This design comes from an exercise in tuning for a short achievable clock period and few clock cycles per item on the open sky130 flow, not from production work.
In this exercise RTL edits were held to simulation tests only and were not proved equivalent to the original.
Power is estimated from default activity; no workload was simulated.

`flow/run.sh`:
```
#!/bin/bash
set -euo pipefail
bash standard.sh SETUP_SLACK_MARGIN=6.2 finish > standard.log 2>&1
```
`standard.sh`:
```
#!/bin/bash
# synth_recipe.tcl (not shown) runs the flow's synth.tcl, then flattens the netlist and writes it again
# the make line also repeats each setting of config.mk as NAME=value (left out here)
make -C /OpenROAD-flow-scripts/flow DESIGN_CONFIG=/design/flow/config.mk WORK_HOME=/design/flow/orfs CLKGATE_MAP_FILE= SYNTH_SCRIPT=/design/flow/synth_recipe.tcl "${@:-finish}"
```
`config.mk`:
```
export PLATFORM = sky130hd
export DESIGN_NAME = cpu
export DESIGN_NICKNAME = cpu
export VERILOG_FILES = /design/flow/design.v
export SDC_FILE = /design/flow/constraint.sdc
export NUM_CORES = 4
export LEC_CHECK = 0
export ABC_CLOCK_PERIOD_IN_PS = 3000
export CAP_MARGIN = 20
export CORE_MARGIN = 2
export CORE_UTILIZATION = 40
export SETUP_SLACK_MARGIN = 5
export SLEW_MARGIN = 20
```
`constraint.sdc`:
```
create_clock -name core_clock -period 9.5 [get_ports {clk}]
set_input_delay 1.9000 -clock core_clock [delete_from_list [all_inputs] [get_ports {clk}]]
set_output_delay 1.9000 -clock core_clock [all_outputs]
set_load 0.01 [all_outputs]
```
`design.v`:
```
package cpu_pkg;
    localparam logic [6:0] OPC_LOAD   = 7'b0000011;
    localparam logic [6:0] OPC_STORE  = 7'b0100011;
    localparam logic [6:0] OPC_OP_IMM = 7'b0010011;
    localparam logic [6:0] OPC_OP     = 7'b0110011;
    localparam logic [6:0] OPC_BRANCH = 7'b1100011;
    localparam logic [6:0] OPC_LUI    = 7'b0110111;
    localparam logic [6:0] OPC_AUIPC  = 7'b0010111;
    localparam logic [6:0] OPC_JAL    = 7'b1101111;
    localparam logic [6:0] OPC_JALR   = 7'b1100111;
endpackage
`timescale 1ns/1ps
import cpu_pkg::*;
module instr_decoder (
    input  logic [31:0]          instr,
    output logic                 is_load,
    output logic                 is_store,
    output logic                 is_branch,
    output logic                 is_jal,
    output logic                 is_jalr,
    output logic                 writes_rd,    
    output logic                 uses_rs1,
    output logic                 uses_rs2,
    output logic                 a_rs1,        
    output logic                 a_pc,
    output logic                 a_pc4,
    output logic                 b_rs2,        
    output logic                 sub,
    output logic                 sel_add,
    output logic                 sel_sll,
    output logic                 sel_shr,
    output logic                 sra,
    output logic                 sel_slt,
    output logic                 sel_sltu,
    output logic                 sel_xor,
    output logic                 sel_or,
    output logic                 sel_and,
    output logic [5:0]           cond,         
    output logic [32-1:0] imm,          
    output logic [32-1:0] imm_jb        
);
    logic [6:0] opc;
    logic [2:0] f3;
    logic [6:0] f7;
    logic       ok_f7;
    logic       is_op;
    logic       is_opimm;
    logic       is_lui;
    logic       is_auipc;
    logic       arith;
    logic [32-1:0] imm_i;
    logic [32-1:0] imm_s;
    logic [32-1:0] imm_u;
    logic [32-1:0] imm_b;
    logic [32-1:0] imm_j;
    assign opc = instr[6:0];
    assign f3  = instr[14:12];
    assign f7  = instr[31:25];
    assign ok_f7 = (f7 == 7'b0000000) ||
                   (f7 == 7'b0100000 && (f3 == 3'b000 || f3 == 3'b101));
    assign is_op     = (opc == OPC_OP) && ok_f7;
    assign is_opimm  = (opc == OPC_OP_IMM) && (f3[1:0] != 2'b01 || ok_f7);
    assign is_lui    = (opc == OPC_LUI);
    assign is_auipc  = (opc == OPC_AUIPC);
    assign is_jal    = (opc == OPC_JAL);
    assign is_jalr   = (opc == OPC_JALR) && (f3 == 3'b000);
    assign is_load   = (opc == OPC_LOAD) && (f3 == 3'b010);
    assign is_store  = (opc == OPC_STORE) && (f3 == 3'b010);
    assign is_branch = (opc == OPC_BRANCH) && (f3[2:1] != 2'b01);
    assign writes_rd = is_op | is_opimm | is_lui | is_auipc | is_jal | is_jalr | is_load;
    assign uses_rs1  = is_op | is_opimm | is_load | is_store | is_branch | is_jalr;
    assign uses_rs2  = is_op | is_store | is_branch;
    assign a_rs1 = is_op | is_opimm | is_load | is_store | is_branch;
    assign a_pc  = is_auipc;
    assign a_pc4 = is_jal | is_jalr;
    assign b_rs2 = is_op | is_branch;
    assign arith    = is_op | is_opimm;
    assign sub      = is_op && f3 == 3'b000 && f7[5];
    assign sel_add  = !arith || f3 == 3'b000;
    assign sel_sll  = arith && f3 == 3'b001;
    assign sel_slt  = arith && f3 == 3'b010;
    assign sel_sltu = arith && f3 == 3'b011;
    assign sel_xor  = arith && f3 == 3'b100;
    assign sel_shr  = arith && f3 == 3'b101;
    assign sra      = f7[5];
    assign sel_or   = arith && f3 == 3'b110;
    assign sel_and  = arith && f3 == 3'b111;
    assign cond = {f3 == 3'b111, f3 == 3'b110, f3 == 3'b101,
                   f3 == 3'b100, f3 == 3'b001, f3 == 3'b000};
    assign imm_i = {{20{instr[31]}}, instr[31:20]};
    assign imm_s = {{20{instr[31]}}, instr[31:25], instr[11:7]};
    assign imm_u = {instr[31:12], 12'b0};
    assign imm_b = {{20{instr[31]}}, instr[7], instr[30:25], instr[11:8], 1'b0};
    assign imm_j = {{12{instr[31]}}, instr[19:12], instr[20], instr[30:21], 1'b0};
    assign imm    = (is_lui | is_auipc) ? imm_u : (is_store ? imm_s : imm_i);
    assign imm_jb = instr[2] ? imm_j : imm_b;   
endmodule
`timescale 1ns/1ps
module register_file (
    input  logic                       clk,
    input  logic                       reset,
    input  logic [5-1:0] raddr1,
    input  logic [5-1:0] raddr2,
    output logic [32-1:0]       rdata1,
    output logic [32-1:0]       rdata2,
    input  logic                       we,
    input  logic [5-1:0] waddr,
    input  logic [32-1:0]       wdata
);
    logic [32-1:0] regs [32];
    always_ff @(posedge clk) begin
        if (reset) begin
            for (int i = 0; i < 32; i++) begin
                regs[i] <= '0;
            end
        end else if (we && waddr != '0) begin   
            regs[waddr] <= wdata;
        end
    end
    assign rdata1 = (raddr1 == '0) ? '0 : regs[raddr1];
    assign rdata2 = (raddr2 == '0) ? '0 : regs[raddr2];
endmodule
`timescale 1ns/1ps
module alu (
    input  logic [32-1:0] a,
    input  logic [32-1:0] b,
    input  logic                 sel_add,
    input  logic                 sel_sub,
    input  logic                 sel_sll,
    input  logic                 sel_shr,
    input  logic                 sra,
    input  logic                 sel_slt,
    input  logic                 sel_sltu,
    input  logic                 sel_xor,
    input  logic                 sel_or,
    input  logic                 sel_and,
    output logic [32-1:0] sum,
    output logic [32-1:0] result,
    output logic                 eq,
    output logic                 lt_s,
    output logic                 lt_u
);
    logic [4:0]           shamt;
    logic [32-1:0] sll_r;
    logic [32-1:0] shr_r;
    logic [32:0]   shr_w;
    assign shamt = b[4:0];
    logic [32-1:0] diff;
    assign sum   = a + b;
    assign diff  = a - b;
    assign sll_r = a << shamt;
    assign shr_w = $signed({sra & a[32-1], a}) >>> shamt;
    assign shr_r = shr_w[32-1:0];
    assign eq    = (a == b);
    assign lt_s  = $signed(a) < $signed(b);
    assign lt_u  = a < b;
    assign result = ({32{sel_add}}  & sum)
                  | ({32{sel_sub}}  & diff)
                  | ({32{sel_sll}}  & sll_r)
                  | ({32{sel_shr}}  & shr_r)
                  | ({32{sel_xor}}  & (a ^ b))
                  | ({32{sel_or}}   & (a | b))
                  | ({32{sel_and}}  & (a & b))
                  | {{(32-1){1'b0}}, (sel_slt & lt_s) | (sel_sltu & lt_u)};
endmodule
`timescale 1ns/1ps
module cpu_control (
    input  logic [5:0] cond,   
    input  logic       eq,
    input  logic       lt_s,
    input  logic       lt_u,
    output logic       taken
);
    assign taken = (cond[0] &  eq)   | (cond[1] & !eq)
                 | (cond[2] &  lt_s) | (cond[3] & !lt_s)
                 | (cond[4] &  lt_u) | (cond[5] & !lt_u);
endmodule
`timescale 1ns/1ps
import cpu_pkg::*;
module cpu (
    input  logic                 clk,
    input  logic                 reset,
    output logic [32-1:0] iaddr,
    input  logic [32-1:0] idata,
    output logic [32-1:0] daddr,
    input  logic [32-1:0] drdata,
    output logic [32-1:0] dwdata,
    output logic [3:0]           dwe
);
    logic [32-1:0] pc_f;
    logic [32-1:0] pc_f4;
    logic                 id_valid;
    logic [31:0]          id_instr;
    logic [32-1:0] id_pc;
    logic [32-1:0] id_pc4;
    logic                 id_hit;
    logic [1:0]           id_ctr;
    logic                 id_pred;
    logic [32-1:0] id_ptgt;
    logic                 ex_valid;
    logic                 ex_we;
    logic [4:0]           ex_rd;
    logic                 ex_load;
    logic                 ex_store;
    logic                 ex_branch;
    logic                 ex_jalr;
    logic                 ex_jal;
    logic                 ex_pred;      
    logic                 ex_btgt_ok;   
    logic [32-1:0] ex_k;         
    logic [32-1:0] ex_k1;        
    logic                 ex_hit;
    logic [1:0]           ex_ctr;
    logic [32-1:0] ex_pc;
    logic [32-1:0] ex_pc4;
    logic [32-1:0] ex_btgt;      
    logic [5:0]           ex_cond;
    logic [32-1:0] ex_a;
    logic [32-1:0] ex_b;
    logic [32-1:0] ex_c;
    logic [32-1:0] ex_imm;
    logic                 ex_sub;
    logic                 ex_sel_add;
    logic                 ex_sel_sll;
    logic                 ex_sel_shr;
    logic                 ex_sra;
    logic                 ex_sel_slt;
    logic                 ex_sel_sltu;
    logic                 ex_sel_xor;
    logic                 ex_sel_or;
    logic                 ex_sel_and;
    logic                 mem_we;
    logic [4:0]           mem_rd;
    logic                 mem_load;
    logic [32-1:0] mem_res;
    logic                 wb_we;
    logic [4:0]           wb_rd;
    logic [32-1:0] wb_val;
    assign iaddr = pc_f;
    assign pc_f4 = pc_f + 4;
    localparam int BTB_IDX = 4;
    localparam int BTB_TAG = 6;
    localparam int BTB_N   = 1 << BTB_IDX;
    logic [BTB_N-1:0]     btb_v;
    logic [BTB_TAG-1:0]   btb_tag [BTB_N];
    logic [11:1]          btb_tgt [BTB_N];
    logic [1:0]           btb_ctr [BTB_N];
    logic [BTB_IDX-1:0]   f_idx;
    logic                 f_hit;
    logic                 f_pred;
    logic [32-1:0] f_tgt;
    logic [1:0]           f_ctr;
    assign f_idx  = pc_f[BTB_IDX+1:2];
    assign f_hit  = btb_v[f_idx] && btb_tag[f_idx] == pc_f[BTB_IDX+BTB_TAG+1:BTB_IDX+2];
    assign f_ctr  = btb_ctr[f_idx];
    assign f_tgt  = {pc_f[32-1:12], btb_tgt[f_idx], 1'b0};
    assign f_pred = f_hit && f_ctr[1];
    logic       d_load, d_store, d_branch, d_jal, d_jalr, d_writes;
    logic       d_uses1, d_uses2, d_a_rs1, d_a_pc, d_a_pc4, d_b_rs2;
    logic       d_sub, d_sel_add, d_sel_sll, d_sel_shr, d_sra, d_sel_slt;
    logic       d_sel_sltu, d_sel_xor, d_sel_or, d_sel_and;
    logic [5:0] d_cond;
    logic [32-1:0] d_imm;
    logic [32-1:0] d_imm_jb;
    logic [4:0] rs1;
    logic [4:0] rs2;
    logic [4:0] rd;
    instr_decoder u_decoder (
        .instr     (id_instr),
        .is_load   (d_load),
        .is_store  (d_store),
        .is_branch (d_branch),
        .is_jal    (d_jal),
        .is_jalr   (d_jalr),
        .writes_rd (d_writes),
        .uses_rs1  (d_uses1),
        .uses_rs2  (d_uses2),
        .a_rs1     (d_a_rs1),
        .a_pc      (d_a_pc),
        .a_pc4     (d_a_pc4),
        .b_rs2     (d_b_rs2),
        .sub       (d_sub),
        .sel_add   (d_sel_add),
        .sel_sll   (d_sel_sll),
        .sel_shr   (d_sel_shr),
        .sra       (d_sra),
        .sel_slt   (d_sel_slt),
        .sel_sltu  (d_sel_sltu),
        .sel_xor   (d_sel_xor),
        .sel_or    (d_sel_or),
        .sel_and   (d_sel_and),
        .cond      (d_cond),
        .imm       (d_imm),
        .imm_jb    (d_imm_jb)
    );
    assign rs1 = id_instr[19:15];
    assign rs2 = id_instr[24:20];
    assign rd  = id_instr[11:7];
    logic [32-1:0] rf_rdata1;
    logic [32-1:0] rf_rdata2;
    register_file u_regfile (
        .clk    (clk),
        .reset  (reset),
        .raddr1 (rs1),
        .raddr2 (rs2),
        .rdata1 (rf_rdata1),
        .rdata2 (rf_rdata2),
        .we     (wb_we),
        .waddr  (wb_rd),
        .wdata  (wb_val)
    );
    logic [32-1:0] ex_sum;
    logic [32-1:0] ex_res;
    logic                 ex_eq, ex_lt_s, ex_lt_u, ex_taken;
    logic [32-1:0] mem_val;
    logic                 hit1_ex, hit1_mem, hit1_wb;
    logic                 hit2_ex, hit2_mem, hit2_wb;
    logic [32-1:0] early1, early2;
    assign mem_val = mem_load ? drdata : mem_res;
    logic [4:0] n_rs1;
    logic [4:0] n_rs2;
    logic       n_ex_we;
    assign n_rs1   = stall ? rs1 : idata[19:15];
    assign n_rs2   = stall ? rs2 : idata[24:20];
    assign n_ex_we = !stall && id_valid && d_writes && rd != 5'd0;
    always_ff @(posedge clk) begin
        if (reset) begin
            hit1_ex  <= 1'b0;
            hit1_mem <= 1'b0;
            hit1_wb  <= 1'b0;
            hit2_ex  <= 1'b0;
            hit2_mem <= 1'b0;
            hit2_wb  <= 1'b0;
        end else begin
            hit1_ex  <= n_ex_we && rd == n_rs1;
            hit1_mem <= ex_we   && ex_rd == n_rs1;
            hit1_wb  <= mem_we  && mem_rd == n_rs1;
            hit2_ex  <= n_ex_we && rd == n_rs2;
            hit2_mem <= ex_we   && ex_rd == n_rs2;
            hit2_wb  <= mem_we  && mem_rd == n_rs2;
        end
    end
    assign early1 = hit1_mem ? mem_val : (hit1_wb ? wb_val : rf_rdata1);
    assign early2 = hit2_mem ? mem_val : (hit2_wb ? wb_val : rf_rdata2);
    logic stall;
    assign stall = id_valid && ex_load &&
                   ((d_uses1 && hit1_ex) || (d_uses2 && hit2_ex));
    logic                 d_pred;
    logic [32-1:0] d_target;
    logic                 id_redirect;
    assign d_pred      = d_jal || (d_branch && d_imm_jb[32-1]);
    assign d_target    = id_pc + d_imm_jb;
    assign id_redirect = id_valid && d_pred && !id_pred && !stall;
    logic [32-1:0] a_other;
    logic [32-1:0] b_imm;
    logic [32-1:0] op_a;
    logic [32-1:0] op_b;
    assign a_other = d_a_pc ? id_pc : (d_a_pc4 ? id_pc4 : '0);
    assign b_imm   = d_a_pc4 ? '0 : d_imm;
    assign op_a    = (d_a_rs1 && hit1_ex) ? ex_res : (d_a_rs1 ? early1 : a_other);
    assign op_b    = (d_b_rs2 && hit2_ex) ? ex_res : (d_b_rs2 ? early2 : b_imm);
    alu u_alu (
        .a        (ex_a),
        .b        (ex_b),
        .sel_add  (ex_sel_add),
        .sel_sub  (ex_sub),
        .sel_sll  (ex_sel_sll),
        .sel_shr  (ex_sel_shr),
        .sra      (ex_sra),
        .sel_slt  (ex_sel_slt),
        .sel_sltu (ex_sel_sltu),
        .sel_xor  (ex_sel_xor),
        .sel_or   (ex_sel_or),
        .sel_and  (ex_sel_and),
        .sum      (ex_sum),
        .result   (ex_res),
        .eq       (ex_eq),
        .lt_s     (ex_lt_s),
        .lt_u     (ex_lt_u)
    );
    cpu_control u_branch (
        .cond  (ex_cond),
        .eq    (ex_eq),
        .lt_s  (ex_lt_s),
        .lt_u  (ex_lt_u),
        .taken (ex_taken)
    );
    logic                 ex_redirect;
    logic [32-1:0] jalr_target;
    logic [32-1:0] ex_target;
    logic                 ex_act;        
    logic                 btgt_ok;       
    logic                 jtgt_ok;       
    assign jalr_target = ex_c + ex_imm;
    assign btgt_ok = ex_btgt_ok;
    assign jtgt_ok = (ex_c == ex_k) || (ex_c == ex_k1);
    assign ex_act = ex_jal || ex_jalr || (ex_branch && ex_taken);
    logic                 red_t, red_n;
    logic [32-1:0] tgt_t, tgt_n;
    logic [32-1:0] jalr_pc;
    logic [32-1:0] f_next;        
    logic                 id_valid_next;
    logic [32-1:0] nxt_t, nxt_n;
    assign jalr_pc = {jalr_target[32-1:1], 1'b0};
    assign red_t = ex_valid && (ex_jalr ? !(ex_pred && jtgt_ok) :
                                (ex_jal || ex_branch) ? !(ex_pred && btgt_ok) : ex_pred);
    assign red_n = ex_valid && (ex_jalr ? !(ex_pred && jtgt_ok) :
                                ex_jal ? !(ex_pred && btgt_ok) : ex_pred);
    assign tgt_t = ex_jalr ? jalr_pc : ((ex_jal || ex_branch) ? ex_btgt : ex_pc4);
    assign tgt_n = ex_jalr ? jalr_pc : (ex_jal ? ex_btgt : ex_pc4);
    assign f_next        = id_redirect ? d_target : (stall ? pc_f : (f_pred ? f_tgt : pc_f4));
    assign id_valid_next = !id_redirect && (stall ? id_valid : 1'b1);
    assign nxt_t         = red_t ? tgt_t : f_next;
    assign nxt_n         = red_n ? tgt_n : f_next;
    assign ex_redirect = ex_taken ? red_t : red_n;
    assign ex_target   = ex_taken ? tgt_t : tgt_n;
    logic                 u_en;
    logic                 u_ctrl;
    logic                 u_act;
    logic                 u_hit;
    logic [1:0]           u_ctr;
    logic [BTB_IDX-1:0]   u_idx;
    logic [BTB_TAG-1:0]   u_tag;
    logic [11:1]          u_tgt;
    always_ff @(posedge clk) begin
        if (reset) begin
            u_en <= 1'b0;
        end else begin
            u_en <= ex_valid && (ex_jal || ex_jalr || ex_branch || ex_hit);
        end
        u_ctrl <= ex_jal || ex_jalr || ex_branch;
        u_act  <= ex_act;
        u_hit  <= ex_hit;
        u_ctr  <= ex_ctr;
        u_idx  <= ex_pc[BTB_IDX+1:2];
        u_tag  <= ex_pc[BTB_IDX+BTB_TAG+1:BTB_IDX+2];
        u_tgt  <= ex_jalr ? jalr_pc[11:1] : ex_btgt[11:1];
    end
    always_ff @(posedge clk) begin
        if (reset) begin
            btb_v <= '0;
        end else if (u_en) begin
            if (u_ctrl) begin
                if (u_act) begin
                    btb_v[u_idx]   <= 1'b1;
                    btb_tag[u_idx] <= u_tag;
                    btb_tgt[u_idx] <= u_tgt;
                    btb_ctr[u_idx] <= !u_hit ? 2'b10 : (u_ctr == 2'b11 ? 2'b11 : u_ctr + 2'b01);
                end else if (u_hit) begin
                    btb_ctr[u_idx] <= (u_ctr == 2'b00) ? 2'b00 : u_ctr - 2'b01;
                end
            end else begin
                btb_v[u_idx] <= 1'b0;   
            end
        end
    end
    always_ff @(posedge clk) begin
        if (reset) begin
            pc_f     <= 32'h0000_0000;
            id_valid <= 1'b0;
            ex_valid <= 1'b0;
            ex_we    <= 1'b0;
            ex_load  <= 1'b0;
            mem_we   <= 1'b0;
            mem_load <= 1'b0;
            wb_we    <= 1'b0;
        end else begin
            pc_f     <= ex_taken ? nxt_t : nxt_n;
            id_valid <= !ex_redirect && id_valid_next;
            if (ex_redirect || stall || !id_valid) begin
                ex_valid <= 1'b0;
                ex_we    <= 1'b0;
                ex_load  <= 1'b0;
            end else begin
                ex_valid <= 1'b1;
                ex_we    <= d_writes && rd != 5'd0;
                ex_load  <= d_load;
            end
            mem_we   <= ex_we;
            mem_load <= ex_load;
            wb_we    <= mem_we;
        end
    end
    always_ff @(posedge clk) begin
        if (!stall) begin
            id_instr <= idata;
            id_pc    <= pc_f;
            id_pc4   <= pc_f4;
            id_hit   <= f_hit;
            id_ctr   <= f_ctr;
            id_pred  <= f_pred;
            id_ptgt  <= f_tgt;
        end
    end
    always_ff @(posedge clk) begin
        ex_rd       <= rd;
        ex_store    <= d_store;
        ex_branch   <= d_branch;
        ex_jalr     <= d_jalr;
        ex_jal      <= d_jal;
        ex_pred     <= id_pred || d_pred;
        ex_btgt_ok  <= !id_pred || id_ptgt == d_target;
        ex_k        <= {id_ptgt[32-1:1], 1'b0} - d_imm;
        ex_k1       <= {id_ptgt[32-1:1], 1'b1} - d_imm;
        ex_hit      <= id_hit;
        ex_ctr      <= id_ctr;
        ex_pc       <= id_pc;
        ex_pc4      <= id_pc4;
        ex_btgt     <= d_target;
        ex_cond     <= d_cond;
        ex_a        <= op_a;
        ex_b        <= op_b;
        ex_c        <= (d_store ? hit2_ex : hit1_ex) ? ex_res : (d_store ? early2 : early1);
        ex_imm      <= d_imm;
        ex_sub      <= d_sub;
        ex_sel_add  <= d_sel_add && !d_sub;
        ex_sel_sll  <= d_sel_sll;
        ex_sel_shr  <= d_sel_shr;
        ex_sra      <= d_sra;
        ex_sel_slt  <= d_sel_slt;
        ex_sel_sltu <= d_sel_sltu;
        ex_sel_xor  <= d_sel_xor;
        ex_sel_or   <= d_sel_or;
        ex_sel_and  <= d_sel_and;
    end
    always_ff @(posedge clk) begin
        mem_rd  <= ex_rd;
        mem_res <= ex_res;
        wb_rd   <= mem_rd;
        wb_val  <= mem_val;
    end
    always_ff @(posedge clk) begin
        if (reset) begin
            daddr <= '0;
            dwe   <= '0;
        end else begin
            dwe <= {4{ex_valid && ex_store}};
            if (ex_valid && (ex_load || ex_store)) begin
                daddr <= ex_sum;
            end
        end
    end
    always_ff @(posedge clk) begin
        if (ex_valid && ex_store) begin
            dwdata <= ex_c;
        end
    end
endmodule
```
==> results of run 1 <==
-- layer usage --
layer / track usage (%) / vias to the layer above / wire, µm
met1: 41.6 / 40000 / 164000
met5: 0 / - / 25
met4: 19.4 / 4 / 31800
li1: - / 32400 / -
met2: 47.5 / 4827 / 190000
met3: 7.01 / 1036 / 45000
-- kinds of logic after synthesis --
kind of cell / after synthesis
AND/OR/NAND/NOR: 2498
buffers and inverters: 946
other: 1
multiplexers: 1032
AO/OA/AOI/OAI: 1373
flip-flops: 1968
adder cells (fa/ha/maj): 200
XOR/XNOR: 330
-- repair_timing --
| action | 4_1_cts | 5_1_grt |
|---|---|---|
| endpoints found under the hold margin | 0 | 0 |
| resized for setup | 1555 | 572 |
| setup endpoints to repair | 2297 | 736 |
| setup buffers | 408 | 212 |
| gates cloned | 64 | 9 |
| pin swaps | 216 | 299 |
-- cell usage in the layout, fill, tap and decap left out, types with 161 or more instances in the layout --
cell / n
nor2_1: 342
clkbuf_16: 223
buf_4: 516
mux4_2: 749
xor2_1: 161
mux2i_1: 165
edfxtp_1: 1469
inv_1: 225
a21oi_1: 225
nand2_1: 507
o21ai_0: 184
dfxtp_1: 376
buf_6: 209
and2_1: 1017
-- worst paths after layout --
check                                  from    endpoint
worst max register to register  id_instr[2]  ex_btgt_ok
worst max-delay path            id_instr[2]  ex_btgt_ok
worst min-delay path              ex_ctr[1]    u_ctr[1]
worst min register to register    ex_ctr[1]    u_ctr[1]
-- per-stage QoR --
| step | util, % | power (W) | instance area (µm²) |
|---|---|---|---|
| floorplan | - | 0.0116 | 106000 |
| global placement | 42.6 | 0.0127 | 111000 |
| detailed placement | 42.7 | 0.0128 | 111000 |
| CTS | 49.0 | 0.0215 | 127000 |
| global route | 50.6 | 0.0223 | 131000 |
| finish | 50.6 | 0.0218 | 131000 |
-- power by group through the flow --
stage | registers, W | clock network (W) | logic [W]
final | 0.00998 | 0.00834 | 0.00346
after global routing | 0.00999 | 0.00872 | 0.00356
after CTS | 0.00995 | 0.00841 | 0.00314
after detailed placement | 0.0102 | 0 | 0.00258
after global placement | 0.0102 | 0 | 0.00258
after floorplan | 0.00990 | 0 | 0.00166
-- final cells by class --
type / count / area share [%]
well taps: 3496 / 3.33
flip-flops and latches: 1968 / 41.4
multi-input cells: 5475 / 40.5
clock buffers: 290 / 4.44
repair inverters: 7 / 0.0438
clock inverters: 109 / 0.873
diodes: 12 / 0.0228
inverters: 264 / 0.876
repair buffers: 1021 / 8.52
-- critical path, cell delays in order, from the launching register on --
cell and delay (ps):
edfxtp_1 400, buf_6 170, mux2_4 330, ha_4 170
inv_2 50, fa_2 230, nor2b_4 50, o2111a_2 270
a211oi_4 320, buf_4 170, buf_4 110, o21ba_4 170
xnor2_4 130, xnor2_1 130, nand4_1 190, nor4_2 370
nand4_1 190, or4b_4 570, o31ai_2 170
==> impl_metrics.csv, run 1 <==
group,metric,value,unit
clocking,insertion_delay,930,ps
route,drtAntennaViolNets,0,
route,dr.pass1.iters,6,
power_and_ir_drop,pwr_density_cell,166,nW/µm²
route,vias,78200,
cells_and_area,nFillCells,22000,
synth,syn_area,105000,µm²
global_routing,grt_pass1_vias,74800,
power_and_ir_drop,power.switching,0.00617,W
clocking,clkTransAtPathRegs,60,ps
floorplanning,start_util,40.3,%
synth,yosysUniqueCellTypes,98,
sta,final-max-slew-violation-count,0,
route,wl_per_cell,34.1,µm
setup_path,startpoint_type,"flip-flop",
status,status,"no timing/DRC/antenna violations",
synth,yosysTopAreaCellShare,42.1,%
clocking,clkSinkCount,1968,
power_and_ir_drop,intPower,0.0156,W
synth,synthFlopType,"edfxtp_1",
cells_and_area,stdcell_count,12600,
synth,synth_fa_ha_area_share,2.43,%
synth,yosys.area_share.simple,12.4,%
synth,synth-xor-area-share,2.77,%
global_routing,antenna_found_initial,32,
min_path,min_path_type,"flip-flop to flip-flop",
sta,timing.setup.tns,0,ps
cells_and_area,largest_reg_flops,1024,
setup_path,cp_max_fo,5,
global_routing,grt_overflow,0,
synth,synth_edf_count,1469,
route,avgViaCountPerCell,6.19,
power_and_ir_drop,p_clk_share,38.3,%
run,drv_cap,0,
setup_path,reg2reg_slack,5270,ps
synth,ys_seq_area_share,51.6,%
synth,synth.avg_cell_area,12.5,µm²
placement,pre_cts_ws,4210,ps
setup_path,reg2reg_depth,18,
synth,yosys-top-cells-count,"edfxtp_1 (1,469), and2_1 (1,032), mux4_2 (749), nand2_1 (543), clkbuf_1 (535)",
route,routed_wl,431,mm
synth,synth_top_family_by_area,"multiplexers",
placement,dp.cells,11500,
sta,period_share,44.5,%
synth,async_flop_share,0,%
synth,yosysMostFrequentCell,"edfxtp_1",
clocking,cts_tree,"yes",
sta,skew,99.7,ps
sta,fin_hold_ws,296,ps
floorplanning,core,260000,µm²
sta,worst_pin_slew,1430,ps
clocking,h-tree-depth,4,
power_and_ir_drop,p_seq_share,45.8,%
sta,finalHoldViolations,0,
clocking,clock-root-buffer,"clkbuf_16",
cells_and_area,nets,9216,
power_and_ir_drop,ir_drop,0.197,mV
sta,relSlewSlack,4.62,%
floorplanning,dieWidth,516,µm
cells_and_area,drive_gt1_share,33.7,%
route,drc,0,
sta,setup_viol,0,
synth,synthCells,8348,
global_routing,grt_max_degree,65,
placement,io_buffers,165,
cells_and_area,regMostFlops,"u_regfile.regs",
floorplanning,ios,166,
global_routing,grt_use_total,31.6,%
setup_path,critical_path_class,"flip-flop to flip-flop",
placement,finalWeightedCongestion,1.00,
min_path,whs_path_depth,0,
synth,muxShareOfSynthArea,18.9,%
route,dr.first_iter.drc_count,10800,
sta,max_freq,0.236,GHz
power_and_ir_drop,p_leak,48.4,nW
setup_path,cp.required,10320,ps
synth,synth_seq_cells,1968,
synth,synth_area_leaders,"edfxtp_1 (42%), mux4_2 (16%), dfxtp_1 (9.5%), and2_1 (6.2%), ha_1 (2.3%)",
sta,rsz0062_at_grt,"true",
cells_and_area,area_growth,25.5,%
floorplanning,dieArea,266000,µm²
setup_path,cp-end-kind,"flip-flop",
power_and_ir_drop,swShare,28.3,%
synth,yosysWarnings,2,
setup_path,crit_arrival,5060,ps
clocking,hold_buffers,0,
floorplanning,num_rows,187,
clocking,numCtsBuffers,213,
floorplanning,die_h,516,µm
cells_and_area,reg_top3,"u_regfile.regs (1024), btb_tgt (176), btb_tag (96)",
sta,period_needed,4230,ps
cells_and_area,regArea,54400,µm²
power_and_ir_drop,combPwrFrac,15.9,%
placement,place_hpwl,273,mm
synth,synth_top_area_cell,"edfxtp_1",
clocking,clockBufferDepth,3,
synth,synth-compound-area-share,8.31,%
sta,setup_ws,5270,ps
global_routing,grt_pass1_wl,590,mm
cells_and_area,multi_input_area,53300,µm²
Testbench counts, summed over its fixed seeds: cycles 78,381, instret 70,809.
==> inputs of run 2 (changes only) <==
--- a/design.v
+++ b/design.v
@@ -207,5 +207,5 @@
     logic                 ex_jal;
     logic                 ex_pred;      
-    logic                 ex_btgt_ok;   
+    logic [32-1:0] ex_ptgt;
     logic [32-1:0] ex_k;         
     logic [32-1:0] ex_k1;        
@@ -316,5 +316,4 @@
     logic                 hit1_ex, hit1_mem, hit1_wb;
     logic                 hit2_ex, hit2_mem, hit2_wb;
-    logic [32-1:0] early1, early2;
     assign mem_val = mem_load ? drdata : mem_res;
     logic [4:0] n_rs1;
@@ -333,14 +332,81 @@
             hit2_wb  <= 1'b0;
         end else begin
-            hit1_ex  <= n_ex_we && rd == n_rs1;
-            hit1_mem <= ex_we   && ex_rd == n_rs1;
-            hit1_wb  <= mem_we  && mem_rd == n_rs1;
-            hit2_ex  <= n_ex_we && rd == n_rs2;
-            hit2_mem <= ex_we   && ex_rd == n_rs2;
-            hit2_wb  <= mem_we  && mem_rd == n_rs2;
+            hit1_ex  <= n_h1_ex;
+            hit1_mem <= n_h1_mem;
+            hit1_wb  <= n_h1_wb;
+            hit2_ex  <= n_h2_ex;
+            hit2_mem <= n_h2_mem;
+            hit2_wb  <= n_h2_wb;
         end
     end
-    assign early1 = hit1_mem ? mem_val : (hit1_wb ? wb_val : rf_rdata1);
-    assign early2 = hit2_mem ? mem_val : (hit2_wb ? wb_val : rf_rdata2);
+    logic [31:0] n_instr;
+    logic        n_a_rs1, n_a_pc, n_a_pc4, n_b_rs2, n_store;
+    logic        n_h1_ex, n_h1_mem, n_h1_wb, n_h2_ex, n_h2_mem, n_h2_wb;
+    logic        n_c_rs2, n_hc_ex, n_hc_mem, n_hc_wb;
+    assign n_instr = stall ? id_instr : idata;
+    instr_decoder u_next_decoder (
+        .instr     (n_instr),
+        .is_load   (),
+        .is_store  (n_store),
+        .is_branch (),
+        .is_jal    (),
+        .is_jalr   (),
+        .writes_rd (),
+        .uses_rs1  (),
+        .uses_rs2  (),
+        .a_rs1     (n_a_rs1),
+        .a_pc      (n_a_pc),
+        .a_pc4     (n_a_pc4),
+        .b_rs2     (n_b_rs2),
+        .sub       (),
+        .sel_add   (),
+        .sel_sll   (),
+        .sel_shr   (),
+        .sra       (),
+        .sel_slt   (),
+        .sel_sltu  (),
+        .sel_xor   (),
+        .sel_or    (),
+        .sel_and   (),
+        .cond      (),
+        .imm       (),
+        .imm_jb    ()
+    );
+    assign n_h1_ex  = n_ex_we && rd == n_rs1;
+    assign n_h1_mem = ex_we   && ex_rd == n_rs1;
+    assign n_h1_wb  = mem_we  && mem_rd == n_rs1;
+    assign n_h2_ex  = n_ex_we && rd == n_rs2;
+    assign n_h2_mem = ex_we   && ex_rd == n_rs2;
+    assign n_h2_wb  = mem_we  && mem_rd == n_rs2;
+    assign n_c_rs2  = n_store;
+    assign n_hc_ex  = n_c_rs2 ? n_h2_ex  : n_h1_ex;
+    assign n_hc_mem = n_c_rs2 ? n_h2_mem : n_h1_mem;
+    assign n_hc_wb  = n_c_rs2 ? n_h2_wb  : n_h1_wb;
+    logic [6:0] sa;
+    logic [5:0] sb;
+    logic [5:0] sc;
+    always_ff @(posedge clk) begin
+        sa <= {n_a_pc4, n_a_pc,
+               n_a_rs1 && !n_h1_ex && !n_h1_mem && !n_h1_wb,
+               n_a_rs1 && !n_h1_ex && !n_h1_mem && n_h1_wb,
+               n_a_rs1 && !n_h1_ex && n_h1_mem && !ex_load,
+               n_a_rs1 && !n_h1_ex && n_h1_mem && ex_load,
+               n_a_rs1 && n_h1_ex};
+        sb <= {!n_b_rs2 && !n_a_pc4,
+               n_b_rs2 && !n_h2_ex && !n_h2_mem && !n_h2_wb,
+               n_b_rs2 && !n_h2_ex && !n_h2_mem && n_h2_wb,
+               n_b_rs2 && !n_h2_ex && n_h2_mem && !ex_load,
+               n_b_rs2 && !n_h2_ex && n_h2_mem && ex_load,
+               n_b_rs2 && n_h2_ex};
+        sc <= {n_c_rs2 && !n_hc_ex && !n_hc_mem && !n_hc_wb,
+               !n_c_rs2 && !n_hc_ex && !n_hc_mem && !n_hc_wb,
+               !n_hc_ex && !n_hc_mem && n_hc_wb,
+               !n_hc_ex && n_hc_mem && !ex_load,
+               !n_hc_ex && n_hc_mem && ex_load,
+               n_hc_ex};
+    end
+    function automatic logic [32-1:0] pick(input logic s, input logic [32-1:0] v);
+        pick = {32{s}} & v;
+    endfunction
     logic stall;
     assign stall = id_valid && ex_load &&
@@ -352,12 +418,11 @@
     assign d_target    = id_pc + d_imm_jb;
     assign id_redirect = id_valid && d_pred && !id_pred && !stall;
-    logic [32-1:0] a_other;
-    logic [32-1:0] b_imm;
     logic [32-1:0] op_a;
     logic [32-1:0] op_b;
-    assign a_other = d_a_pc ? id_pc : (d_a_pc4 ? id_pc4 : '0);
-    assign b_imm   = d_a_pc4 ? '0 : d_imm;
-    assign op_a    = (d_a_rs1 && hit1_ex) ? ex_res : (d_a_rs1 ? early1 : a_other);
-    assign op_b    = (d_b_rs2 && hit2_ex) ? ex_res : (d_b_rs2 ? early2 : b_imm);
+    assign op_a = pick(sa[0], ex_res) | pick(sa[1], drdata) | pick(sa[2], mem_res)
+                | pick(sa[3], wb_val) | pick(sa[4], rf_rdata1) | pick(sa[5], id_pc)
+                | pick(sa[6], id_pc4);
+    assign op_b = pick(sb[0], ex_res) | pick(sb[1], drdata) | pick(sb[2], mem_res)
+                | pick(sb[3], wb_val) | pick(sb[4], rf_rdata2) | pick(sb[5], d_imm);
     alu u_alu (
         .a        (ex_a),
@@ -393,26 +458,26 @@
     logic                 jtgt_ok;       
     assign jalr_target = ex_c + ex_imm;
-    assign btgt_ok = ex_btgt_ok;
+    assign btgt_ok = (ex_ptgt == ex_btgt);
     assign jtgt_ok = (ex_c == ex_k) || (ex_c == ex_k1);
     assign ex_act = ex_jal || ex_jalr || (ex_branch && ex_taken);
-    logic                 red_t, red_n;
-    logic [32-1:0] tgt_t, tgt_n;
+    logic                 s_jalr, s_btgt, s_pc4, s_keep;
     logic [32-1:0] jalr_pc;
     logic [32-1:0] f_next;        
     logic                 id_valid_next;
-    logic [32-1:0] nxt_t, nxt_n;
-    assign jalr_pc = {jalr_target[32-1:1], 1'b0};
-    assign red_t = ex_valid && (ex_jalr ? !(ex_pred && jtgt_ok) :
-                                (ex_jal || ex_branch) ? !(ex_pred && btgt_ok) : ex_pred);
-    assign red_n = ex_valid && (ex_jalr ? !(ex_pred && jtgt_ok) :
-                                ex_jal ? !(ex_pred && btgt_ok) : ex_pred);
-    assign tgt_t = ex_jalr ? jalr_pc : ((ex_jal || ex_branch) ? ex_btgt : ex_pc4);
-    assign tgt_n = ex_jalr ? jalr_pc : (ex_jal ? ex_btgt : ex_pc4);
+    logic                 ex_plain;
+    assign jalr_pc  = {jalr_target[32-1:1], 1'b0};
+    assign ex_plain = !(ex_jal || ex_jalr || ex_branch);
+    assign s_jalr = ex_valid && ex_jalr && !(ex_pred && jtgt_ok);
+    assign s_btgt = ex_valid && (ex_jal || (ex_branch && ex_taken)) && !(ex_pred && btgt_ok);
+    assign s_pc4  = ex_valid && ex_pred && (ex_plain || (ex_branch && !ex_taken));
+    assign s_keep = !ex_valid || (ex_jalr && ex_pred && jtgt_ok)
+                  || ((ex_jal || (ex_branch && ex_taken)) && ex_pred && btgt_ok)
+                  || (!ex_pred && (ex_plain || (ex_branch && !ex_taken)));
     assign f_next        = id_redirect ? d_target : (stall ? pc_f : (f_pred ? f_tgt : pc_f4));
     assign id_valid_next = !id_redirect && (stall ? id_valid : 1'b1);
-    assign nxt_t         = red_t ? tgt_t : f_next;
-    assign nxt_n         = red_n ? tgt_n : f_next;
-    assign ex_redirect = ex_taken ? red_t : red_n;
-    assign ex_target   = ex_taken ? tgt_t : tgt_n;
+    assign ex_redirect = !s_keep;
+    assign ex_target   = ({32{s_jalr}} & jalr_pc)
+                       | ({32{s_btgt}} & ex_btgt)
+                       | ({32{s_pc4}}  & ex_pc4);
     logic                 u_en;
     logic                 u_ctrl;
@@ -466,6 +531,6 @@
             wb_we    <= 1'b0;
         end else begin
-            pc_f     <= ex_taken ? nxt_t : nxt_n;
-            id_valid <= !ex_redirect && id_valid_next;
+            pc_f     <= ex_target | ({32{s_keep}} & f_next);
+            id_valid <= s_keep && id_valid_next;
             if (ex_redirect || stall || !id_valid) begin
                 ex_valid <= 1'b0;
@@ -500,5 +565,5 @@
         ex_jal      <= d_jal;
         ex_pred     <= id_pred || d_pred;
-        ex_btgt_ok  <= !id_pred || id_ptgt == d_target;
+        ex_ptgt     <= id_pred ? id_ptgt : d_target;
         ex_k        <= {id_ptgt[32-1:1], 1'b0} - d_imm;
         ex_k1       <= {id_ptgt[32-1:1], 1'b1} - d_imm;
@@ -511,5 +576,6 @@
         ex_a        <= op_a;
         ex_b        <= op_b;
-        ex_c        <= (d_store ? hit2_ex : hit1_ex) ? ex_res : (d_store ? early2 : early1);
+        ex_c        <= pick(sc[0], ex_res) | pick(sc[1], drdata) | pick(sc[2], mem_res)
+                     | pick(sc[3], wb_val) | pick(sc[4], rf_rdata1) | pick(sc[5], rf_rdata2);
         ex_imm      <= d_imm;
         ex_sub      <= d_sub;
==> impl_metrics.csv, run 2 <==
group,metric,value,unit
cells_and_area,regMostFlops,"u_regfile.regs",
synth,synth_edf_count,1452,
sta,period_share,39.3,%
placement,finalWeightedCongestion,0.988,
cells_and_area,nets,9034,
route,drtAntennaViolNets,0,
cells_and_area,reg_top3,"u_regfile.regs (1024), btb_tgt (176), btb_tag (96)",
sta,worst_pin_slew,1230,ps
floorplanning,start_util,40.1,%
cells_and_area,area_growth,22.4,%
synth,yosysMostFrequentCell,"edfxtp_1",
sta,setup_ws,5770,ps
synth,yosys-top-cells-count,"edfxtp_1 (1,452), and2_1 (1,015), mux4_2 (747), dfxtp_1 (562), clkbuf_1 (531)",
min_path,whs_path_depth,0,
synth,ys_seq_area_share,51.6,%
power_and_ir_drop,ir_drop,0.203,mV
route,highest_layer,"met5",
global_routing,grt_overflow,0,
synth,yosysUniqueCellTypes,98,
route,wl_met3,45.8,mm
cells_and_area,final_common_cell,"edfxtp_1",
global_routing,grt_pass1_vias,76700,
power_and_ir_drop,pwr_density_cell,167,nW/µm²
floorplanning,num_rows,189,
status,status,"no timing/DRC/antenna violations",
route,drc,0,
placement,place_hpwl,276,mm
global_routing,antenna_found_initial,43,
clocking,numCtsBuffers,211,
route,wl_per_cell,35.3,µm
setup_path,cp-startpoint,"ex_b[8]",
synth,yosysTopAreaCellShare,41.1,%
sta,final-max-slew-violation-count,0,
min_path,min_path_type,"flip-flop to flip-flop",
synth,synth_seq_cells,2014,
setup_path,crit_arrival,4500,ps
power_and_ir_drop,p_leak,47.6,nW
clocking,clkTransAtPathRegs,60,ps
clocking,hold_buffers,0,
cells_and_area,layout_common_cells,"edfxtp_1 (1,452), and2_1 (1,011), mux4_2 (747)",
sta,skew,56.7,ps
route,met1_length,165,mm
sta,fin_hold_ws,328,ps
synth,synth.avg_cell_area,12.7,µm²
floorplanning,ios,166,
synth,synthCells,8345,
run,drv_cap,0,
sta,finalHoldViolations,0,
clocking,clock-root-buffer,"clkbuf_16",
route,dr_wl_met2,199,mm
clocking,h-tree-depth,4,
floorplanning,core,265000,µm²
setup_path,rr_startpoint,"ex_b[8]",
setup_path,cp-end-kind,"flip-flop",
setup_path,reg2reg_slack,5770,ps
synth,synth_area_leaders,"edfxtp_1 (41%), mux4_2 (16%), dfxtp_1 (11%), and2_1 (6.0%), ha_1 (2.3%)",
cells_and_area,largest_reg_flops,1024,
clocking,cts_tree,"yes",
route,dr.first_iter.drc_count,11600,
floorplanning,dieWidth,519,µm
placement,io_buffers,165,
sta,max_freq,0.268,GHz
floorplanning,die_h,519,µm
min_path,hp-start,"ex_pc[6]",
synth,synthFlopType,"edfxtp_1",
global_routing,grt_use_total,31.6,%
synth,synth_top_area_cell,"edfxtp_1",
sta,setup_viol,0,
route,vias,79700,
sta,period_needed,3730,ps
clocking,insertion_delay,930,ps
setup_path,cp.required,10270,ps
synth,async_flop_share,0,%
synth,syn_area,106000,µm²
global_routing,grt_pass1_wl,602,mm
setup_path,startpoint_type,"flip-flop",
sta,relSlewSlack,17.6,%
route,dr.pass1.iters,12,
setup_path,reg2reg_depth,12,
sta,timing.setup.tns,0,ps
route,avgViaCountPerCell,6.38,
floorplanning,dieArea,270000,µm²
setup_path,reg2reg_to,"pc_f[28]",
clocking,clkSinkCount,2014,
cells_and_area,finish.utilization,49.1,%
global_routing,grt_max_degree,68,
cells_and_area,nFillCells,22600,
sta,rsz0062_at_grt,"true",
clocking,clockBufferDepth,3,
placement,pre_cts_ws,4340,ps
route,routed_wl,442,mm
synth,yosysWarnings,2,
setup_path,critical_path_class,"flip-flop to flip-flop",
min_path,min_to,"u_tag[0]",
setup_path,cp_max_fo,4,
cells_and_area,drive_gt1_share,31.8,%
## run 2: cells by family after synthesis
logic type | Yosys count | synth area share (%)
other | 1 | 0.00353
adders and majority gates | 200 | 2.40
and+or+nand+nor | 2469 | 12.2
xor gates and xnor gates | 326 | 2.69
buffers and inverters | 922 | 3.47
muxes | 1015 | 18.5
AOI/OAI and AO/OA | 1398 | 9.10
DFF | 2014 | 51.6
## run 2: cell type report
class                           instances  area, µm²  area share (%)
Tap cell                             3533       4420            3.40
Timing Repair Buffer                  872       9060            6.97
Multi-Input combinational cell       5446      53400            41.1
Clock buffer                          287       5710            4.39
Clock inverter                        112       1150           0.881
Sequential cell                      2014      55200            42.5
Antenna cell                           21       52.6          0.0404
Timing Repair inverter                  2       32.5          0.0250
Inverter                              221        936           0.720
## run 2: routing by layer
| metal | GRT usage [%] | vias to the layer above |
|---|---|---|
| li1 | - | 32600 |
| met1 | 40.6 | 40800 |
| met2 | 48.8 | 5126 |
| met3 | 6.94 | 1215 |
| met4 | 19.3 | 12 |
| met5 | 0 | - |
## run 2: report_power, final
part           leakage (nW)  internal [W]  switching (W)  total (W)
Clock                  3.34       0.00462        0.00374    0.00836
Sequential             19.5       0.00974       0.000399     0.0101
Combinational          24.8       0.00128        0.00191    0.00319
## run 2: how the worst max path moves through the flow
| stage | end | slack [ps] | cells past startpoint |
|---|---|---|---|
| floorplan | u_regfile.regs[12][0] | 6060 | 4 |
| global placement | ex_b[1] | 4200 | 4 |
| detailed placement | sa[2] | 4340 | 10 |
| CTS | pc_f[31] | 5780 | 12 |
| global route | pc_f[22] | 5730 | 12 |
| finish | pc_f[28] | 5770 | 12 |
## run 2: timing repair
action / in CTS / in global routing
gates resized for setup: 1334 / 516
setup endpoints to repair: 841 / 1035
pin swaps: 160 / 238
endpoints found under the hold margin: 0 / 0
setup buffers: 270 / 193
gates cloned: 32 / 14
## run 2: critical path, stage by stage, from the launching register on
cell       delay [ps]
dfxtp_1           460
inv_1             140
ha_1              270
or4_4             570
nor4_4            140
buf_4             180
o2111ai_4         200
a211o_4           440
a31oi_1           260
nor2_1            110
o211ai_1          300
nand3_1           230
a22o_1            280
## run 2: through the flow
step | cells | cell area [µm²] | total power (W)
after floorplan | 8376 | 107000 | 0.0117
after global placement | 11600 | 112000 | 0.0128
after detailed placement | 11600 | 112000 | 0.0128
after CTS | 12300 | 126000 | 0.0214
after global routing | 12500 | 130000 | 0.0222
final | 12500 | 130000 | 0.0217
Testbench counts of run 2, summed over its fixed seeds: cycles 78,381, instret 70,809.
==> inputs of run 3 (changes only) <==
==> flow/run.sh (replaced) <==
#!/bin/bash
set -euo pipefail
bash standard.sh SETUP_SLACK_MARGIN=6.0 finish > standard.log 2>&1
==> impl_metrics.csv, run 3 <==
group,metric,value,unit
route,drc,0,
route,dr.first_iter.drc_count,10900,
cells_and_area,area_growth,19.7,%
synth,yosysUniqueCellTypes,98,
min_path,min_path_type,"flip-flop to flip-flop",
clocking,cts_tree,"yes",
sta,setup_viol,0,
sta,rsz0062_at_grt,"true",
cells_and_area,layout_common_cells,"edfxtp_1 (1,452), and2_1 (1,011), mux4_2 (747)",
route,avgViaCountPerCell,6.36,
sta,max_freq,0.259,GHz
cells_and_area,multi_input_area,51700,µm²
clocking,clock-root-buffer,"clkbuf_16",
floorplanning,ios,166,
synth,synth_fa_ha_area_share,2.40,%
cells_and_area,regArea,55200,µm²
placement,io_buffers,165,
power_and_ir_drop,pwr_density_cell,170,nW/µm²
setup_path,crit_arrival,4580,ps
clocking,h-tree-depth,4,
power_and_ir_drop,p_leak,46.7,nW
synth,synthCells,8345,
run,drv_cap,0,
synth,synth_seq_cells,2014,
global_routing,grt_pass1_wl,588,mm
synth,muxShareOfSynthArea,18.5,%
cells_and_area,drive_gt1_share,27.9,%
cells_and_area,reg_top3,"u_regfile.regs (1024), btb_tgt (176), btb_tag (96)",
global_routing,grt_overflow,0,
global_routing,grt_use_total,30.6,%
floorplanning,die_h,519,µm
setup_path,cp_max_fo,7,
cells_and_area,largest_reg_flops,1024,
route,drtAntennaViolNets,0,
sta,timing.setup.tns,0,ps
power_and_ir_drop,p_total,0.0216,W
placement,place_hpwl,274,mm
cells_and_area,regMostFlops,"u_regfile.regs",
route,routed_wl,429,mm
synth,synth_top_area_cell,"edfxtp_1",
sta,relSlewSlack,14.7,%
sta,period_needed,3860,ps
synth,synthFlopType,"edfxtp_1",
synth,synth_area_leaders,"edfxtp_1 (41%), mux4_2 (16%), dfxtp_1 (11%), and2_1 (6.0%), ha_1 (2.3%)",
global_routing,antenna_found_initial,32,
synth,synth_edf_count,1452,
setup_path,critical_path_class,"flip-flop to flip-flop",
synth,synth.avg_cell_area,12.7,µm²
setup_path,cp-end-kind,"flip-flop",
sta,final-max-slew-violation-count,0,
route,dr.pass1.iters,14,
synth,synth_top_family_by_area,"multiplexers",
cells_and_area,final_common_cell,"edfxtp_1",
synth,yosys.area_share.simple,12.2,%
synth,synth-xor-area-share,2.69,%
status,status,"no timing/DRC/antenna violations",
floorplanning,dieWidth,519,µm
sta,finalHoldViolations,0,
synth,yosys-top-cells-count,"edfxtp_1 (1,452), and2_1 (1,015), mux4_2 (747), dfxtp_1 (562), clkbuf_1 (531)",
clocking,numCtsBuffers,213,
synth,syn_area,106000,µm²
cells_and_area,finish.utilization,48.0,%
synth,synth-compound-area-share,9.10,%
clocking,clockBufferDepth,3,
floorplanning,core,265000,µm²
synth,ys_seq_area_share,51.6,%
synth,yosysMostFrequentCell,"edfxtp_1",
synth,async_flop_share,0,%
sta,worst_pin_slew,1270,ps
clocking,insertion_delay,900,ps
global_routing,grt_pass1_vias,75800,
clocking,clkSinkCount,2014,
cells_and_area,nFillCells,22900,
route,wl_per_cell,34.6,µm
clocking,clkTransAtPathRegs,60,ps
synth,yosysWarnings,2,
power_and_ir_drop,ir_drop,0.228,mV
global_routing,grt_max_degree,77,
synth,yosysTopAreaCellShare,41.1,%
sta,period_share,40.6,%
setup_path,cp.required,10220,ps
route,vias,79000,
floorplanning,start_util,40.1,%
placement,finalWeightedCongestion,1.01,
floorplanning,dieArea,270000,µm²
setup_path,startpoint_type,"flip-flop",
floorplanning,num_rows,189,
sta,skew,54.0,ps
cells_and_area,nets,8940,
## run 3: final cells by class
class | count | share of cell area, %
Tap cell | 3533 | 3.48
Timing Repair Buffer | 772 | 6.09
Inverter | 221 | 0.726
Sequential cell | 2014 | 43.4
Timing Repair inverter | 3 | 0.0315
Multi-Input combinational cell | 5449 | 40.7
Antenna cell | 20 | 0.0394
Clock inverter | 111 | 0.829
Clock buffer | 288 | 4.69
## run 3: cells by family after synthesis
logic type               Yosys count
AO/OA/AOI/OAI                   1398
XOR/XNOR                         326
adder cells (fa/ha/maj)          200
buffers and inverters            922
flip-flops                      2014
multiplexers                    1015
other                              1
AND/OR/NAND/NOR                 2469
## run 3: metal layers
layer / wire length (µm) / track usage [%]
met5: 100 / 0
met4: 32700 / 19.1
met3: 44300 / 7.02
met2: 195000 / 47.7
met1: 157000 / 38.6
## run 3: what timing repair did
action                     4_1_cts  5_1_grt
gates resized for setup        792      342
hold buffers                     0        0
setup endpoints to repair      877      284
gates cloned                    23       11
pin swaps                      120      152
setup buffers                  177      197
## run 3: worst max-delay path: stages, from the launching register on
cell,delay (ps)
dfxtp_4,360
inv_4,40
ha_4,240
or4_4,540
or3_4,380
nor3_4,400
mux2_4,380
a21o_1,190
a41o_4,280
a211o_4,380
buf_12,140
buf_12,140
nand2_8,140
o22ai_2,90
## run 3: path summary, 6_finish.rpt
| path | start | end | slack [ps] | depth (start not counted) |
|---|---|---|---|---|
| max reg2reg | ex_a[27] | pc_f[6] | 5640 | 13 |
| min reg2reg | ex_pc[3] | u_idx[1] | 330 | 0 |
| min | ex_pc[3] | u_idx[1] | 330 | 0 |
| max | ex_a[27] | pc_f[6] | 5640 | 13 |
## run 3: where the power goes
part	internal (W)	switching (W)	leakage, nW	total (W)
logic	0.00116	0.00180	23.8	0.00296
registers	0.00974	0.000436	19.4	0.0102
clock network	0.00485	0.00366	3.43	0.00852
total	0.0158	0.00589	46.7	0.0216
## run 3: through the flow
step / worst slack (ps) / std cells / hold WS [ps] / cell area [µm²]
detailed placement: 4050 / 11600 / 314 / 112000
global route: 5640 / 12400 / 325 / 127000
global placement: 4160 / 11600 / 314 / 112000
CTS: 5640 / 12200 / 326 / 124000
floorplan: 5780 / 8376 / 310 / 107000
finish: 5640 / 12400 / 327 / 127000
==> inputs of run 4 (changes only) <==
--- a/design.v
+++ b/design.v
@@ -461,23 +461,34 @@
     assign jtgt_ok = (ex_c == ex_k) || (ex_c == ex_k1);
     assign ex_act = ex_jal || ex_jalr || (ex_branch && ex_taken);
-    logic                 s_jalr, s_btgt, s_pc4, s_keep;
+    logic                 s_btgt, s_pc4, s_keep;
     logic [32-1:0] jalr_pc;
     logic [32-1:0] f_next;        
     logic                 id_valid_next;
     logic                 ex_plain;
+    logic                 ex_v;          
+    logic                 mem_jmiss;     
+    logic [32-1:0] mem_jpc;
     assign jalr_pc  = {jalr_target[32-1:1], 1'b0};
     assign ex_plain = !(ex_jal || ex_jalr || ex_branch);
-    assign s_jalr = ex_valid && ex_jalr && !(ex_pred && jtgt_ok);
-    assign s_btgt = ex_valid && (ex_jal || (ex_branch && ex_taken)) && !(ex_pred && btgt_ok);
-    assign s_pc4  = ex_valid && ex_pred && (ex_plain || (ex_branch && !ex_taken));
-    assign s_keep = !ex_valid || (ex_jalr && ex_pred && jtgt_ok)
+    assign ex_v     = ex_valid && !mem_jmiss;
+    assign s_btgt = ex_v && (ex_jal || (ex_branch && ex_taken)) && !(ex_pred && btgt_ok);
+    assign s_pc4  = ex_v && ex_pred && (ex_plain || (ex_branch && !ex_taken));
+    assign s_keep = !ex_v || ex_jalr
                   || ((ex_jal || (ex_branch && ex_taken)) && ex_pred && btgt_ok)
                   || (!ex_pred && (ex_plain || (ex_branch && !ex_taken)));
-    assign f_next        = id_redirect ? d_target : (stall ? pc_f : (f_pred ? f_tgt : pc_f4));
-    assign id_valid_next = !id_redirect && (stall ? id_valid : 1'b1);
+    assign f_next        = mem_jmiss ? mem_jpc :
+                           (id_redirect ? d_target : (stall ? pc_f : (f_pred ? f_tgt : pc_f4)));
+    assign id_valid_next = !mem_jmiss && !id_redirect && (stall ? id_valid : 1'b1);
     assign ex_redirect = !s_keep;
-    assign ex_target   = ({32{s_jalr}} & jalr_pc)
-                       | ({32{s_btgt}} & ex_btgt)
+    assign ex_target   = ({32{s_btgt}} & ex_btgt)
                        | ({32{s_pc4}}  & ex_pc4);
+    always_ff @(posedge clk) begin
+        if (reset) begin
+            mem_jmiss <= 1'b0;
+        end else begin
+            mem_jmiss <= ex_v && ex_jalr && !(ex_pred && jtgt_ok);
+        end
+        mem_jpc <= jalr_pc;
+    end
     logic                 u_en;
     logic                 u_ctrl;
@@ -492,5 +503,5 @@
             u_en <= 1'b0;
         end else begin
-            u_en <= ex_valid && (ex_jal || ex_jalr || ex_branch || ex_hit);
+            u_en <= ex_v && (ex_jal || ex_jalr || ex_branch || ex_hit);
         end
         u_ctrl <= ex_jal || ex_jalr || ex_branch;
@@ -533,5 +544,5 @@
             pc_f     <= ex_target | ({32{s_keep}} & f_next);
             id_valid <= s_keep && id_valid_next;
-            if (ex_redirect || stall || !id_valid) begin
+            if (ex_redirect || mem_jmiss || stall || !id_valid) begin
                 ex_valid <= 1'b0;
                 ex_we    <= 1'b0;
@@ -542,6 +553,6 @@
                 ex_load  <= d_load;
             end
-            mem_we   <= ex_we;
-            mem_load <= ex_load;
+            mem_we   <= ex_we && !mem_jmiss;
+            mem_load <= ex_load && !mem_jmiss;
             wb_we    <= mem_we;
         end
@@ -601,6 +612,6 @@
             dwe   <= '0;
         end else begin
-            dwe <= {4{ex_valid && ex_store}};
-            if (ex_valid && (ex_load || ex_store)) begin
+            dwe <= {4{ex_v && ex_store}};
+            if (ex_v && (ex_load || ex_store)) begin
                 daddr <= ex_sum;
             end
@@ -608,5 +619,5 @@
     end
     always_ff @(posedge clk) begin
-        if (ex_valid && ex_store) begin
+        if (ex_v && ex_store) begin
             dwdata <= ex_c;
         end
==> flow/run.sh (replaced) <==
#!/bin/bash
set -euo pipefail
bash standard.sh SETUP_SLACK_MARGIN=6.2 finish > standard.log 2>&1
==> impl_metrics.csv, run 4 <==
group,metric,value,unit
clocking,cts_tree,"yes",
route,routed_wl,440,mm
floorplanning,dieArea,272000,µm²
synth,yosysMostFrequentCell,"edfxtp_1",
synth,synthCells,8386,
sta,final-max-slew-violation-count,0,
status,status,"no timing/DRC/antenna violations",
synth,synthFlopType,"edfxtp_1",
placement,finalWeightedCongestion,1.04,
power_and_ir_drop,pwr_density_cell,173,nW/µm²
sta,timing.setup.tns,0,ps
synth,async_flop_share,0,%
synth,synth_top_area_cell,"edfxtp_1",
clocking,h-tree-depth,4,
sta,setup_viol,0,
setup_path,critical_path_class,"flip-flop to flip-flop",
clocking,clock-root-buffer,"clkbuf_16",
global_routing,grt_pass1_vias,75400,
clocking,clockBufferDepth,4,
route,drc,0,
global_routing,grt_use_total,31.2,%
power_and_ir_drop,intPower,0.0161,W
setup_path,crit_arrival,4770,ps
clocking,clkSinkCount,2046,
synth,syn_area,107000,µm²
synth,ys_seq_area_share,51.9,%
cells_and_area,stdcell_count,12500,
power_and_ir_drop,combPwrFrac,14.1,%
placement,dp.cells,11600,
cells_and_area,layout_common_cells,"edfxtp_1 (1,452), and2_1 (1,022), mux4_2 (743)",
floorplanning,ios,166,
route,dr.first_iter.drc_count,13300,
synth,synth_area_leaders,"edfxtp_1 (41%), mux4_2 (16%), dfxtp_1 (11%), and2_1 (6.0%), ha_1 (2.3%)",
power_and_ir_drop,ir_drop,0.169,mV
setup_path,critPathSlowestCell,"or4_4",
global_routing,grt_overflow,0,
setup_path,cp_max_fo,11,
floorplanning,start_util,40.3,%
sta,rsz0062_at_grt,"true",
clocking,insertion_delay,980,ps
route,wl_per_cell,35.2,µm
cells_and_area,area_growth,20.4,%
synth,synth_edf_count,1452,
sta,worst_pin_slew,1240,ps
power_and_ir_drop,p_clk_share,39.0,%
setup_path,crit_top_cell,"o211ai_1",
clocking,clkTransAtPathRegs,60,ps
setup_path,path_delay_family,"compound AO/OA/AOI/OAI gates",
synth,synth.avg_cell_area,12.8,µm²
synth,yosysTopAreaCellShare,40.8,%
sta,period_needed,3960,ps
cells_and_area,largest_reg_flops,1024,
synth,synth_seq_cells,2046,
sta,max_freq,0.253,GHz
synth,yosysUniqueCellTypes,105,
power_and_ir_drop,swShare,27.7,%
sta,relSlewSlack,17.0,%
setup_path,startpoint_type,"flip-flop",
global_routing,grt_pass1_wl,599,mm
power_and_ir_drop,p_seq_share,46.8,%
power_and_ir_drop,power.switching,0.00619,W
min_path,whs_path_depth,0,
sta,finalHoldViolations,0,
min_path,min_path_type,"flip-flop to flip-flop",
global_routing,grt_max_degree,65,
floorplanning,num_rows,189,
setup_path,crit_path_max_incr_delay,480,ps
setup_path,cp.depth,12,
cells_and_area,drive_gt1_share,30.6,%
setup_path,critical_path_buf_inv_count,2,
placement,place_hpwl,282,mm
cells_and_area,nets,9055,
route,avgViaCountPerCell,6.44,
clocking,hold_buffers,0,
route,vias,80600,
power_and_ir_drop,p_leak,47.8,nW
route,dr.pass1.iters,14,
cells_and_area,regMostFlops,"u_regfile.regs",
setup_path,cp-end-kind,"flip-flop",
sta,skew,87.8,ps
floorplanning,die_h,521,µm
setup_path,crit_path_cell_trace,"buf_4 -> inv_1 -> ha_4 -> a221oi_1 -> or4_4 -> a2111o_1 -> o211ai_1 -> nand2_1 -> mux2i_2 -> a221oi_2 -> o211ai_1 -> a221o_1",
setup_path,cp.required,10310,ps
run,drv_cap,0,
setup_path,reg2reg_depth,12,
clocking,numCtsBuffers,221,
sta,period_share,41.7,%
synth,yosysWarnings,2,
floorplanning,core,266000,µm²
cells_and_area,final_common_cell,"edfxtp_1",
floorplanning,dieWidth,521,µm
cells_and_area,reg_top3,"u_regfile.regs (1024), btb_tgt (176), btb_tag (96)",
synth,yosys-top-cells-count,"edfxtp_1 (1,452), and2_1 (1,032), mux4_2 (743), dfxtp_1 (594), nand2_1 (563)",
global_routing,antenna_found_initial,51,
placement,io_buffers,165,
route,drtAntennaViolNets,0,
cells_and_area,nFillCells,22800,
==> run 4: layout make-up <==
class                      instances  area, µm²  area share, %
antenna                           15       37.5         0.0291
sequential                      2046      55900           43.4
clock buffer                     284       5980           4.64
timing repair buffer             778       8010           6.22
inverter                         230        985          0.765
clock inverter                   118       1150          0.894
multi-input combinational       5508      52300           40.6
timing repair inverter             4       33.8         0.0262
tap                             3533       4420           3.43
==> run 4: path summary, 6_finish.rpt <==
path              from        to  slack [ps]
min          ex_ctr[0]  u_ctr[0]         250
min reg2reg  ex_ctr[0]  u_ctr[0]         250
max reg2reg   ex_a[12]  ex_b[30]        5540
max           ex_a[12]  ex_b[30]        5540
==> run 4: logic make-up after synthesis <==
group,count (synthesis),share of synthesized area (%)
AOI/OAI and AO/OA,1320,8.66
xor gates and xnor gates,317,2.60
adders and majority gates,200,2.38
buffers and inverters,914,3.40
DFF,2046,51.9
muxes,1039,18.5
other,1,0.00350
and+or+nand+nor,2549,12.6
==> run 4: per-layer routing <==
metal	up-vias	GRT usage (%)	routed length [µm]
li1	32600	-	-
met1	40700	40.9	159000
met2	6023	45.0	186000
met3	1283	9.46	60400
met4	8	20.1	34700
met5	-	0	57
==> run 4: power by group through the flow <==
| stage | logic (W) | registers (W) | clock network, W |
|---|---|---|---|
| floorplan | 0.00160 | 0.0103 | 0 |
| global placement | 0.00249 | 0.0106 | 0 |
| global route | 0.00322 | 0.0105 | 0.00908 |
| detailed placement | 0.00250 | 0.0107 | 0 |
| finish | 0.00316 | 0.0105 | 0.00872 |
| CTS | 0.00284 | 0.0104 | 0.00875 |
==> run 4: metrics by stage <==
step / instance area, µm² / power, W / worst slack, ps / utilization (%) / hold WS [ps]
floorplan: 108000 / 0.0119 / 5620 / - / 310
global placement: 112000 / 0.0131 / 4250 / 42.3 / 314
detailed placement: 112000 / 0.0132 / 4190 / 42.3 / 312
CTS: 125000 / 0.0220 / 5530 / 47.2 / 250
global route: 129000 / 0.0228 / 5500 / 48.5 / 263
finish: 129000 / 0.0223 / 5540 / 48.5 / 255
==> run 4: timing repair <==
action	4_1_cts	5_1_grt
gates resized for setup	1124	446
buffers inserted	267	179
pin swaps	172	202
gates cloned	77	12
setup endpoints to repair	1898	569
Testbench counts of run 4, summed over its fixed seeds: cycles 78,786, instret 70,809.

==> afterwards: timing with drivers on the ports <==
How much do the figures lean on ideal ports? The routed layouts below were timed once more, with nothing changed but the port constraints.
Step 1: set_driving_cell puts a clkbuf_16 on clk and a buf_2 on each other input, an assumption about the parent block.
Step 2 also shifts input and output timing later by t, the mid clock arrival at the registers, as if the neighbouring blocks saw the same clock.
Slacks: ideal / step 1 / step 2; pairs: ideal / step 1.
run	shift t [ns]	setup slack, ns	cell pins on the clock port's net
run 1	0.962	5.268 / 5.268 / 5.063	1
run 2	1.014	5.769 / 5.769 / 5.033	1
run 3	0.966	5.639 / 5.639 / 4.905	1
run 4	1.014	5.541 / 5.541 / 5.166	1
After both steps every run listed still meets setup and hold. The setup slack of run 2, which loses most, moves by 0.000 ns with the drivers and by -0.736 ns with both steps.
